This is an optimization exercise on Yosys and OpenROAD, whose aim is small area, not a production implementation.
At most, simulation tests tie the RTL to the original design; equivalence was not proved.
Power figures rest on the tool's default switching activity, not on a simulated workload.

==> module axi4_lite_regfile_slave, before the edit <==
module axi4_lite_regfile_slave #(
  parameter int ADDRESS    = 32,
  parameter int DATA_WIDTH = 32,
  parameter int NUM_REGS   = 32
) (
  input  logic                    ACLK,
  input  logic                    ARESETN,
  input  logic [ADDRESS-1:0]      S_AWADDR,
  input  logic                    S_AWVALID,
  output logic                    S_AWREADY,
  input  logic [DATA_WIDTH-1:0]   S_WDATA,
  input  logic [DATA_WIDTH/8-1:0] S_WSTRB,
  input  logic                    S_WVALID,
  output logic                    S_WREADY,
  output logic [1:0]              S_BRESP,
  output logic                    S_BVALID,
  input  logic                    S_BREADY,
  input  logic [ADDRESS-1:0]      S_ARADDR,
  input  logic                    S_ARVALID,
  output logic                    S_ARREADY,
  output logic [DATA_WIDTH-1:0]   S_RDATA,
  output logic [1:0]              S_RRESP,
  output logic                    S_RVALID,
  input  logic                    S_RREADY
);
  localparam int SW    = DATA_WIDTH / 8;
  localparam int OFS   = $clog2(SW);
  localparam int IDX_W = (NUM_REGS > 1) ? $clog2(NUM_REGS) : 1;
  localparam logic [ADDRESS-1:0] NREGS_A = ADDRESS'(NUM_REGS);
  logic st_wa, st_wr, st_rr;           
  logic aw_held, w_held, last_wr;
  logic idle;
  logic                  ok_q;         
  logic [DATA_WIDTH-1:0] wd_q;
  logic [SW-1:0]         ws_q;
  logic [NUM_REGS-1:0]                 valid;
  logic [SW-1:0][NUM_REGS-1:0][7:0]   mem;    
  logic wr_req, grant_wr, grant_rd, aw_hs, w_hs, do_wr;
  logic [ADDRESS-1:0] aw_word, ar_word;
  logic aw_ok, ar_ok;
  assign idle     = ~st_wa & ~st_wr & ~st_rr;
  assign wr_req   = S_AWVALID | S_WVALID;
  assign grant_wr = wr_req & (~S_ARVALID | ~last_wr);
  assign grant_rd = S_ARVALID & ~grant_wr;
  assign aw_hs    = st_wa & ~aw_held & S_AWVALID;
  assign w_hs     = st_wa & ~w_held & S_WVALID;
  assign do_wr    = st_wa & (aw_held | S_AWVALID) & (w_held | S_WVALID);
  assign aw_word = S_AWADDR >> OFS;
  assign ar_word = S_ARADDR >> OFS;
  assign aw_ok   = aw_word < NREGS_A;
  assign ar_ok   = ar_word < NREGS_A;
  always_ff @(posedge ACLK or negedge ARESETN) begin
    if (!ARESETN) begin
      st_wa   <= 1'b0;
      st_wr   <= 1'b0;
      st_rr   <= 1'b0;
      aw_held <= 1'b0;
      w_held  <= 1'b0;
      last_wr <= 1'b0;
    end else begin
      if (idle) begin
        if (grant_wr) begin
          st_wa   <= 1'b1;
          last_wr <= 1'b1;
        end else if (grant_rd) begin
          st_rr   <= 1'b1;
          last_wr <= 1'b0;
        end
      end
      if (st_wa) begin
        if (do_wr) begin
          st_wa   <= 1'b0;
          st_wr   <= 1'b1;
          aw_held <= 1'b0;
          w_held  <= 1'b0;
        end else begin
          if (aw_hs) aw_held <= 1'b1;
          if (w_hs)  w_held  <= 1'b1;
        end
      end
      if (st_wr && S_BREADY) st_wr <= 1'b0;
      if (st_rr && S_RREADY) st_rr <= 1'b0;
    end
  end
  always_ff @(posedge ACLK) begin
    if (idle) begin
      ok_q  <= ar_ok;
    end else if (st_wa && !aw_held) begin
      ok_q  <= aw_ok;
    end
    if (st_wa && !w_held) begin
      wd_q <= S_WDATA;
      ws_q <= S_WSTRB;
    end
  end
  localparam int LO_W = 2;
  localparam int HI_W = IDX_W - LO_W;
  logic [IDX_W-1:0]      rot, ld_idx, ld_pos;
  logic [2**LO_W-1:0]    pa_q;
  logic [2**HI_W-1:0]    pb_q;
  logic [NUM_REGS-1:0]   dec;
  logic                  ld, prev_wr, window;
  always_ff @(posedge ACLK) rot <= rot + 1'b1;
  assign ld     = idle | (st_wa & ~aw_held);
  assign ld_idx = idle ? ar_word[IDX_W-1:0] : aw_word[IDX_W-1:0];
  assign ld_pos = ld_idx + rot + 1'b1;
  always_ff @(posedge ACLK) begin
    if (ld) begin
      for (int i = 0; i < 2**LO_W; i++) pa_q[i] <= (ld_pos[LO_W-1:0] == LO_W'(i));
      for (int i = 0; i < 2**HI_W; i++) pb_q[i] <= (ld_pos[IDX_W-1:LO_W] == HI_W'(i));
    end else begin
      pa_q <= {pa_q[2**LO_W-2:0], pa_q[2**LO_W-1]};
      if (pa_q[2**LO_W-1]) pb_q <= {pb_q[2**HI_W-2:0], pb_q[2**HI_W-1]};
    end
  end
  always_comb
    for (int p = 0; p < NUM_REGS; p++) dec[p] = pa_q[p % 2**LO_W] & pb_q[p / 2**LO_W];
  always_ff @(posedge ACLK or negedge ARESETN)
    if (!ARESETN) prev_wr <= 1'b0;
    else          prev_wr <= st_wr;
  assign window = (st_wr | prev_wr) & ok_q;
  function automatic logic pol_of(input int p);
    pol_of = (((p + 1) / 2) % 2) == 1;
  endfunction
  logic [NUM_REGS-1:0][DATA_WIDTH-1:0] ring;
  logic [NUM_REGS-1:0]                 vring;
  logic [SW-1:0][7:0]                  wd_m;
  genvar b, p;
  generate
    for (b = 0; b < SW; b++) begin : g_wd
      assign wd_m[b] = ws_q[b] ? wd_q[8*b +: 8] : 8'h00;
    end
    for (p = 0; p < NUM_REGS; p++) begin : g_pos
      localparam int PP = (p + NUM_REGS - 1) % NUM_REGS;
      localparam logic POL = pol_of(p);
      if (p % 2 == 1) begin : g_ins
        logic ins;
        logic [SW-1:0] lane;
        assign ins = window & dec[PP];
        for (b = 0; b < SW; b++) begin : g_lane
          assign lane[b] = ins & (ws_q[b] | ~vring[PP]);
        end
        always_ff @(posedge ACLK)
          for (int j = 0; j < SW; j++)
            ring[p][8*j +: 8] <= lane[j] ? (wd_m[j] ^ {8{POL}}) : ~ring[PP][8*j +: 8];
        always_ff @(posedge ACLK or negedge ARESETN)
          if (!ARESETN) vring[p] <= 1'b0;
          else          vring[p] <= vring[PP] | ins;
      end else begin : g_pass
        always_ff @(posedge ACLK) ring[p] <= ring[PP];
        always_ff @(posedge ACLK or negedge ARESETN)
          if (!ARESETN) vring[p] <= 1'b0;
          else          vring[p] <= vring[PP];
      end
    end
  endgenerate
  always_comb begin
    S_RDATA = '0;
    for (int i = 0; i < NUM_REGS; i++)
      S_RDATA = S_RDATA | ((ring[i] ^ {DATA_WIDTH{pol_of(i)}}) & {DATA_WIDTH{dec[i] & vring[i] & ok_q}});
  end
  assign S_AWREADY = st_wa & ~aw_held;
  assign S_WREADY  = st_wa & ~w_held;
  assign S_ARREADY = idle & grant_rd;
  assign S_BVALID  = st_wr;
  assign S_BRESP   = {~ok_q, 1'b0};
  assign S_RVALID  = st_rr;
  assign S_RRESP   = {~ok_q, 1'b0};
endmodule
clock: 5.0 ns
lec_check: 0
cap_margin: 20
core_margin: 2
core_utilization: 40
slew_margin: 20
run.sh (not shown) runs the stock make flow with config.mk's settings and CLKGATE_MAP_FILE= SYNTH_SCRIPT=/design/flow/synth_recipe.tcl, a recipe that flattens the netlist after the stock synthesis.
Change:
--- a/flow/design.v
+++ b/flow/design.v
@@ -31,4 +31,5 @@
   logic aw_held, w_held, last_wr;
   logic idle;
+  logic [IDX_W-1:0]      pos_q;        
   logic                  ok_q;         
   logic [DATA_WIDTH-1:0] wd_q;
@@ -94,26 +95,13 @@
     end
   end
-  localparam int LO_W = 2;
-  localparam int HI_W = IDX_W - LO_W;
-  logic [IDX_W-1:0]      rot, ld_idx, ld_pos;
-  logic [2**LO_W-1:0]    pa_q;
-  logic [2**HI_W-1:0]    pb_q;
-  logic [NUM_REGS-1:0]   dec;
-  logic                  ld, prev_wr, window;
+  logic [IDX_W-1:0]    rot, ld_idx;
+  logic [NUM_REGS-1:0] dec;
+  logic                prev_wr, window;
   always_ff @(posedge ACLK) rot <= rot + 1'b1;
-  assign ld     = idle | (st_wa & ~aw_held);
   assign ld_idx = idle ? ar_word[IDX_W-1:0] : aw_word[IDX_W-1:0];
-  assign ld_pos = ld_idx + rot + 1'b1;
-  always_ff @(posedge ACLK) begin
-    if (ld) begin
-      for (int i = 0; i < 2**LO_W; i++) pa_q[i] <= (ld_pos[LO_W-1:0] == LO_W'(i));
-      for (int i = 0; i < 2**HI_W; i++) pb_q[i] <= (ld_pos[IDX_W-1:LO_W] == HI_W'(i));
-    end else begin
-      pa_q <= {pa_q[2**LO_W-2:0], pa_q[2**LO_W-1]};
-      if (pa_q[2**LO_W-1]) pb_q <= {pb_q[2**HI_W-2:0], pb_q[2**HI_W-1]};
-    end
-  end
-  always_comb
-    for (int p = 0; p < NUM_REGS; p++) dec[p] = pa_q[p % 2**LO_W] & pb_q[p / 2**LO_W];
+  always_ff @(posedge ACLK)
+    if (idle || (st_wa && !aw_held)) pos_q <= ld_idx + rot + 1'b1;
+    else                             pos_q <= pos_q + 1'b1;
+  always_comb for (int p = 0; p < NUM_REGS; p++) dec[p] = (pos_q == IDX_W'(p));
   always_ff @(posedge ACLK or negedge ARESETN)
     if (!ARESETN) prev_wr <= 1'b0;
What happened: This time the run finished but failed the layout checks on negative setup slack; area after synthesis rose by 3.3%; utilization rose by 0.89 points; synthesized cell count rose by 6.0%; clock-buffer cell count rose by 7; power fell by 9.9%; flip-flop and latch count fell by 7; setup slack degrades by 99 ps; die area rose by 3.2%; final area rose by 5.4%; cell count rose by 6.1%; first-iteration DRC count rose by 25%; routed wire length rose by 16%; sequential power fell by 15%; combinational power fell by about 10%.
The RTL of the second run of this note was laid out without a check of its function.

[static timing again, ports no longer ideal]
How much do the figures lean on ideal ports? The routed layouts below were timed once more, with nothing changed but the port constraints.
Step 1 (the two cells are an assumption about what drives the block):
set clk [get_ports {ACLK}]
set_driving_cell -lib_cell sky130_fd_sc_hd__clkbuf_16 $clk
set_driving_cell -lib_cell sky130_fd_sc_hd__buf_2 [delete_from_list [all_inputs] $clk]
Step 2 adds t to the input delays and takes it off the output delays; t is the mean of the earliest and latest rising clock arrival at the registers after step 1. Input paths then give back, and output paths get back, about the clock's delay inside the block.
Three values: ideal ports, drivers, drivers and shift; two values: the first two.
| run | shift t [ns] | slack for setup (ns) | worst setup path at the end | slew at the worst register clock pin (ns) | worst slew at a driven data input, ns |
|---|---|---|---|---|---|
| the first run | 0.736 | 0.037 / -0.033 / 0.703 | register to output | 0.07 / 0.07 | 0.06 |
| the second run | 0.754 | -0.062 / -0.134 / 0.619 | register to output | 0.07 / 0.07 | 0.05 |
